From an optimization exercise on the open Yosys and OpenROAD flow, aimed at small area; shortcuts taken in it are not production practice. Only simulation tests tie the RTL to the original design; equivalence was not proved. Power is estimated from default activity; no workload was simulated.

==> trial 44 <==
==> flow/design.v <==
package bpq_pkg;
   localparam int FIELD_VALUE_W = 32;
   localparam int FIELD_PRIO_W  = 8;
   localparam int STATUS_W      = 2;
   localparam int FILL_W        = 5;
   localparam logic OP_PUSH = 1'b0;
   localparam logic OP_POP  = 1'b1;
   localparam logic [STATUS_W-1:0] STATUS_OK    = 2'd0;
   localparam logic [STATUS_W-1:0] STATUS_FULL  = 2'd1;
   localparam logic [STATUS_W-1:0] STATUS_EMPTY = 2'd2;
endpackage
module bounded_priority_queue_fifo_tiebreak #(
   parameter int QUEUE_DEPTH    = 16,
   parameter int VALUE_WIDTH    = 32,
   parameter int PRIORITY_WIDTH = 8
) (
   input  logic                                     clock,
   input  logic                                     reset,
   input  logic                                     req_valid,
   output logic                                     req_ready,
   input  logic                                     req_opcode,
   input  logic signed [bpq_pkg::FIELD_VALUE_W-1:0] req_in_value,
   input  logic        [bpq_pkg::FIELD_PRIO_W-1:0]  req_in_priority,
   output logic                                     rsp_valid,
   input  logic                                     rsp_ready,
   output logic        [bpq_pkg::STATUS_W-1:0]      rsp_status,
   output logic signed [bpq_pkg::FIELD_VALUE_W-1:0] rsp_out_value,
   output logic        [bpq_pkg::FIELD_PRIO_W-1:0]  rsp_out_priority,
   output logic        [bpq_pkg::FILL_W-1:0]        rsp_fill_count
);
   localparam int VW = 32;
   localparam int PW = 8;
   localparam int EW = VW + PW;
   logic [EW-1:0] stg [15];
   logic [EW-1:0] head;
   logic [EW-1:0] feed;
   logic [3:0] q;          
   logic [4:0] count;      
   logic       scan;       
   logic       del;        
   logic       frz;        
   logic       vld;        
   logic       wr;         
   logic [1:0] status;
   logic [PW-1:0] best;    
   wire [PW-1:0] s0_pri = stg[0][EW-1:VW];
   wire idle    = !(scan || del || vld || frz);
   assign req_ready = req_opcode ? (idle && (q == 4'd15)) : (wr || (idle && count[4]));
   wire fire    = req_valid && req_ready;
   wire push_ok = fire && !req_opcode && !count[4];
   wire pop_go  = fire && req_opcode && (count != 5'd0);
   wire in_use  = ({1'b0, q} < count);
   wire [PW:0] diff = {1'b0, s0_pri} + {1'b0, ~best} + {{PW{1'b0}}, del};
   wire better  = diff[PW];
   wire mark    = del && !frz && in_use && better;
   wire lap_end = (q == 4'd15);
   wire wrap14  = frz && !del && (q == 4'd14);
   logic [3:0] q_n;
   logic [4:0] count_n;
   logic       scan_n, del_n, frz_n, vld_n;
   always_comb begin
      q_n     = wrap14 ? 4'd0 : q + 4'd1;
      count_n = count;
      if (push_ok) count_n = count + 5'd1;
      if (del && lap_end) count_n = count - 5'd1;
      scan_n  = pop_go || (scan && !lap_end);
      del_n   = (scan && lap_end) || (del && !lap_end);
      frz_n   = mark || (frz && !(wrap14 && (!vld || rsp_ready)));
      vld_n   = (fire && !pop_go) || (del && lap_end) || (vld && !rsp_ready);
      if (reset) begin
         q_n     = 4'd0;
         count_n = 5'd0;
         scan_n  = 1'b0;
         del_n   = 1'b0;
         frz_n   = 1'b0;
         vld_n   = 1'b0;
      end
   end
   wire idle_n = !(scan_n || del_n || vld_n || frz_n);
   wire sel_h = !wr && !frz;
   wire sel_s = frz;
   assign feed = ({EW{wr}} & {req_in_priority, req_in_value}) |
                 ({EW{sel_s}} & stg[0]) | ({EW{sel_h}} & head);
   always_ff @(posedge clock) begin
      for (int i = 0; i < 14; i++) stg[i] <= stg[i+1];
      stg[14] <= feed;
      head[EW-1:VW] <= stg[0][EW-1:VW];
      if (!frz) head[VW-1:0] <= stg[0][VW-1:0];
   end
   always_ff @(posedge clock) begin
      if (fire) status <= {req_opcode && (count == 5'd0), !req_opcode && count[4]};
   end
   always_ff @(posedge clock) begin
      q     <= q_n;
      count <= count_n;
      scan  <= scan_n;
      del   <= del_n;
      frz   <= frz_n;
      vld   <= vld_n;
      wr    <= idle_n && ((q_n - 4'd1) == count_n[3:0]) && !count_n[4];
      if (reset || (vld && rsp_ready)) best <= '0;
      else if (scan && in_use && better) best <= s0_pri;
   end
   assign rsp_valid        = vld;
   assign rsp_status       = status;
   assign rsp_out_value    = head[VW-1:0] & {VW{frz}};
   assign rsp_out_priority = best;
   assign rsp_fill_count   = count;
endmodule
==> flow/flow/run.sh <==
#!/bin/bash
# The standard layout, with the smallest buffer (buf_1) on every input and
# output port instead of the one buffer_ports picks by default.
set -euo pipefail
export BUFFER_PORTS_ARGS="-buffer_cell sky130_fd_sc_hd__buf_1"
bash standard.sh > standard.log 2>&1
==> flow/standard.sh <==
#!/bin/bash
# synth_recipe.tcl (not shown) runs the flow's synth.tcl, then flattens the netlist and writes it again
# the make line also repeats each setting of config.mk as NAME=value (left out here)
make -C /OpenROAD-flow-scripts/flow DESIGN_CONFIG=/design/flow/config.mk WORK_HOME=/design/flow/orfs CLKGATE_MAP_FILE= SYNTH_SCRIPT=/design/flow/synth_recipe.tcl "${@:-finish}"
==> flow/config.mk <==
export PLATFORM = sky130hd
export DESIGN_NAME = bounded_priority_queue_fifo_tiebreak
export DESIGN_NICKNAME = bounded_priority_queue_fifo_tiebreak
export VERILOG_FILES = /design/flow/design.v
export SDC_FILE = /design/flow/constraint.sdc
export NUM_CORES = 4
export LEC_CHECK = 0
export CAP_MARGIN = 20
export CORE_MARGIN = 2
export CORE_UTILIZATION = 40
export CTS_BUF_LIST = sky130_fd_sc_hd__clkbuf_8
export CTS_CLUSTER_DIAMETER = 100
export CTS_CLUSTER_SIZE = 18
export SLEW_MARGIN = 20
==> flow/constraint.sdc <==
create_clock -name core_clock -period 5.0 [get_ports {clock}]
set_input_delay 1.0000 -clock core_clock [delete_from_list [all_inputs] [get_ports {clock}]]
set_output_delay 1.0000 -clock core_clock [all_outputs]
set_load 0.01 [all_outputs]
==> inputs of trial 98, as changes to trial 44 <==
==> flow/design.v, changed modules only <==
module bounded_priority_queue_fifo_tiebreak #(
   parameter int QUEUE_DEPTH    = 16,
   parameter int VALUE_WIDTH    = 32,
   parameter int PRIORITY_WIDTH = 8
) (
   input  logic                                     clock,
   input  logic                                     reset,
   input  logic                                     req_valid,
   output logic                                     req_ready,
   input  logic                                     req_opcode,
   input  logic signed [bpq_pkg::FIELD_VALUE_W-1:0] req_in_value,
   input  logic        [bpq_pkg::FIELD_PRIO_W-1:0]  req_in_priority,
   output logic                                     rsp_valid,
   input  logic                                     rsp_ready,
   output logic        [bpq_pkg::STATUS_W-1:0]      rsp_status,
   output logic signed [bpq_pkg::FIELD_VALUE_W-1:0] rsp_out_value,
   output logic        [bpq_pkg::FIELD_PRIO_W-1:0]  rsp_out_priority,
   output logic        [bpq_pkg::FILL_W-1:0]        rsp_fill_count
);
   localparam int VW = 32;
   localparam int PW = 8;
   localparam int EW = VW + PW;
   logic [EW-1:0] stg [15];
   logic [EW-1:0] head;
   logic [EW-1:0] feed;
   logic [3:0] p;          
   logic       out;        
   logic       sc;         
   logic [4:0] count;      
   logic       vld;        
   wire [PW-1:0] s0_pri = stg[0][EW-1:VW];
   wire          pop    = req_opcode;
   wire          empty  = (count == 5'd0);
   wire          p0     = (p == 4'd0);
   wire          go     = req_valid && !vld;
   logic gt;
   always_comb begin
      gt = 1'b0;
      for (int i = 0; i < PW; i++)
         gt = (req_in_priority[i] && !s0_pri[i]) || (gt && (req_in_priority[i] || !s0_pri[i]));
   end
   wire place  = (p0 && !sc && (empty || gt)) ||
                 (sc && !p0 && ((p == count[3:0]) || gt)) ||
                 (sc && p0);
   wire ins    = go && !pop && !count[4] && place;
   wire freeze = go && !pop && !count[4] && !place && !out && p0;
   wire take   = go && pop && !empty && (out ? p0 : (p == 4'd1));
   wire swap   = take && out;
   wire hold   = (out && !ins && !swap) || freeze || (take && !out);
   assign req_ready = !vld && (pop ? (empty || (out ? p0 : (p == 4'd1)))
                                   : (count[4] || place));
   wire fire = req_valid && req_ready;
   wire keep = !ins && !hold;
   assign feed = ({EW{ins}} & {req_in_priority, req_in_value}) |
                 ({EW{hold}} & stg[0]) | ({EW{keep}} & head);
   always_ff @(posedge clock) begin
      for (int i = 0; i < 14; i++) stg[i] <= stg[i+1];
      stg[14] <= feed;
      if (!hold) head <= stg[0];
   end
   always_ff @(posedge clock) begin
      if (reset) begin
         p     <= 4'd0;
         out   <= 1'b0;
         sc    <= 1'b0;
         count <= 5'd0;
         vld   <= 1'b0;
      end else begin
         if (take)
            p <= p;
         else if (ins && !(sc && p0))
            p <= p + 4'd2;
         else if (out && !ins && (p == 4'd14))
            p <= 4'd0;
         else
            p <= p + 4'd1;
         if (ins || (fire && pop && empty)) out <= 1'b0;
         else if (freeze || take) out <= 1'b1;
         if (ins || (vld && rsp_ready)) sc <= 1'b0;
         else if ((go && !pop && !count[4] && p0 && !sc) || (fire && !pop && count[4])) sc <= 1'b1;
         if (ins) count <= count + 5'd1;
         else if (take) count <= count - 5'd1;
         if (fire) vld <= 1'b1;
         else if (rsp_ready) vld <= 1'b0;
      end
   end
   assign rsp_valid        = vld;
   assign rsp_status       = {empty && !out, sc};
   assign rsp_out_value    = head[VW-1:0] & {VW{out}};
   assign rsp_out_priority = head[EW-1:VW] & {PW{out}};
   assign rsp_fill_count   = count;
endmodule
CTS_CLUSTER_SIZE = 20   (was 18)
==> impl_results.md <==
- CTS sink count: 664
- Run status: no timing/DRC/antenna violations
- Hold EP: stg[10][0]
- Flop pwr share: 70.8%
- Critical path, cell by cell: buf_4 > a211oi_1 > a21oi_1 > buf_1
- Final setup margin: roughly 1.7 ns
- Gr usage total: approximately 11%
- Chip width: 202 um
- Worst R2R Setup Slack: 2.27 ns
- Met3 Use GR: 2.77%
The numbers above come from trial 44.

==> impl_results.md <==
- Hold EP: stg[5][38]
- Critical path, cell by cell: inv_1 > ha_1 > and2_1 > a31oi_1 > nor2_1 > o41ai_1 > nor2_1 > buf_1
- Final setup margin: 1.30 ns
- Run status: no timing/DRC/antenna violations
- Flop pwr share: a little over two thirds
- Worst R2R Setup Slack: 1.59 ns
The numbers above come from trial 98.

re-timing with driven ports:
No port has a modelled driver above. Below, the same layouts with a new extraction and two added sets of constraints.
Step 1 (the two cells are an assumption about what drives the block):
set clk [get_ports {clock}]
set_driving_cell -lib_cell sky130_fd_sc_hd__clkbuf_16 $clk
set_driving_cell -lib_cell sky130_fd_sc_hd__buf_2 [delete_from_list [all_inputs] $clk]
Step 2, shift: input delay + t, output delay - t, t = (earliest + latest rising clock arrival at the registers) / 2. This alone moves slack from input paths to output paths.
a / b / c = no drivers / after step 1 / after step 2; a / b = the first two.
run | t, ns | setup slack, ns | latest minus earliest clock arrival (ns) | cell pins on the clock port's net
trial 44 | 0.645 | 1.715 / 1.671 / 1.898 | 0.019 / 0.019 | 1
trial 98 | 0.631 | 1.305 / 1.259 / 1.010 | 0.036 / 0.036 | 1
After both steps every run listed still meets setup and hold. For trial 98, which loses most, drivers alone change the setup slack by -0.046 ns; drivers and shift together by -0.295 ns.
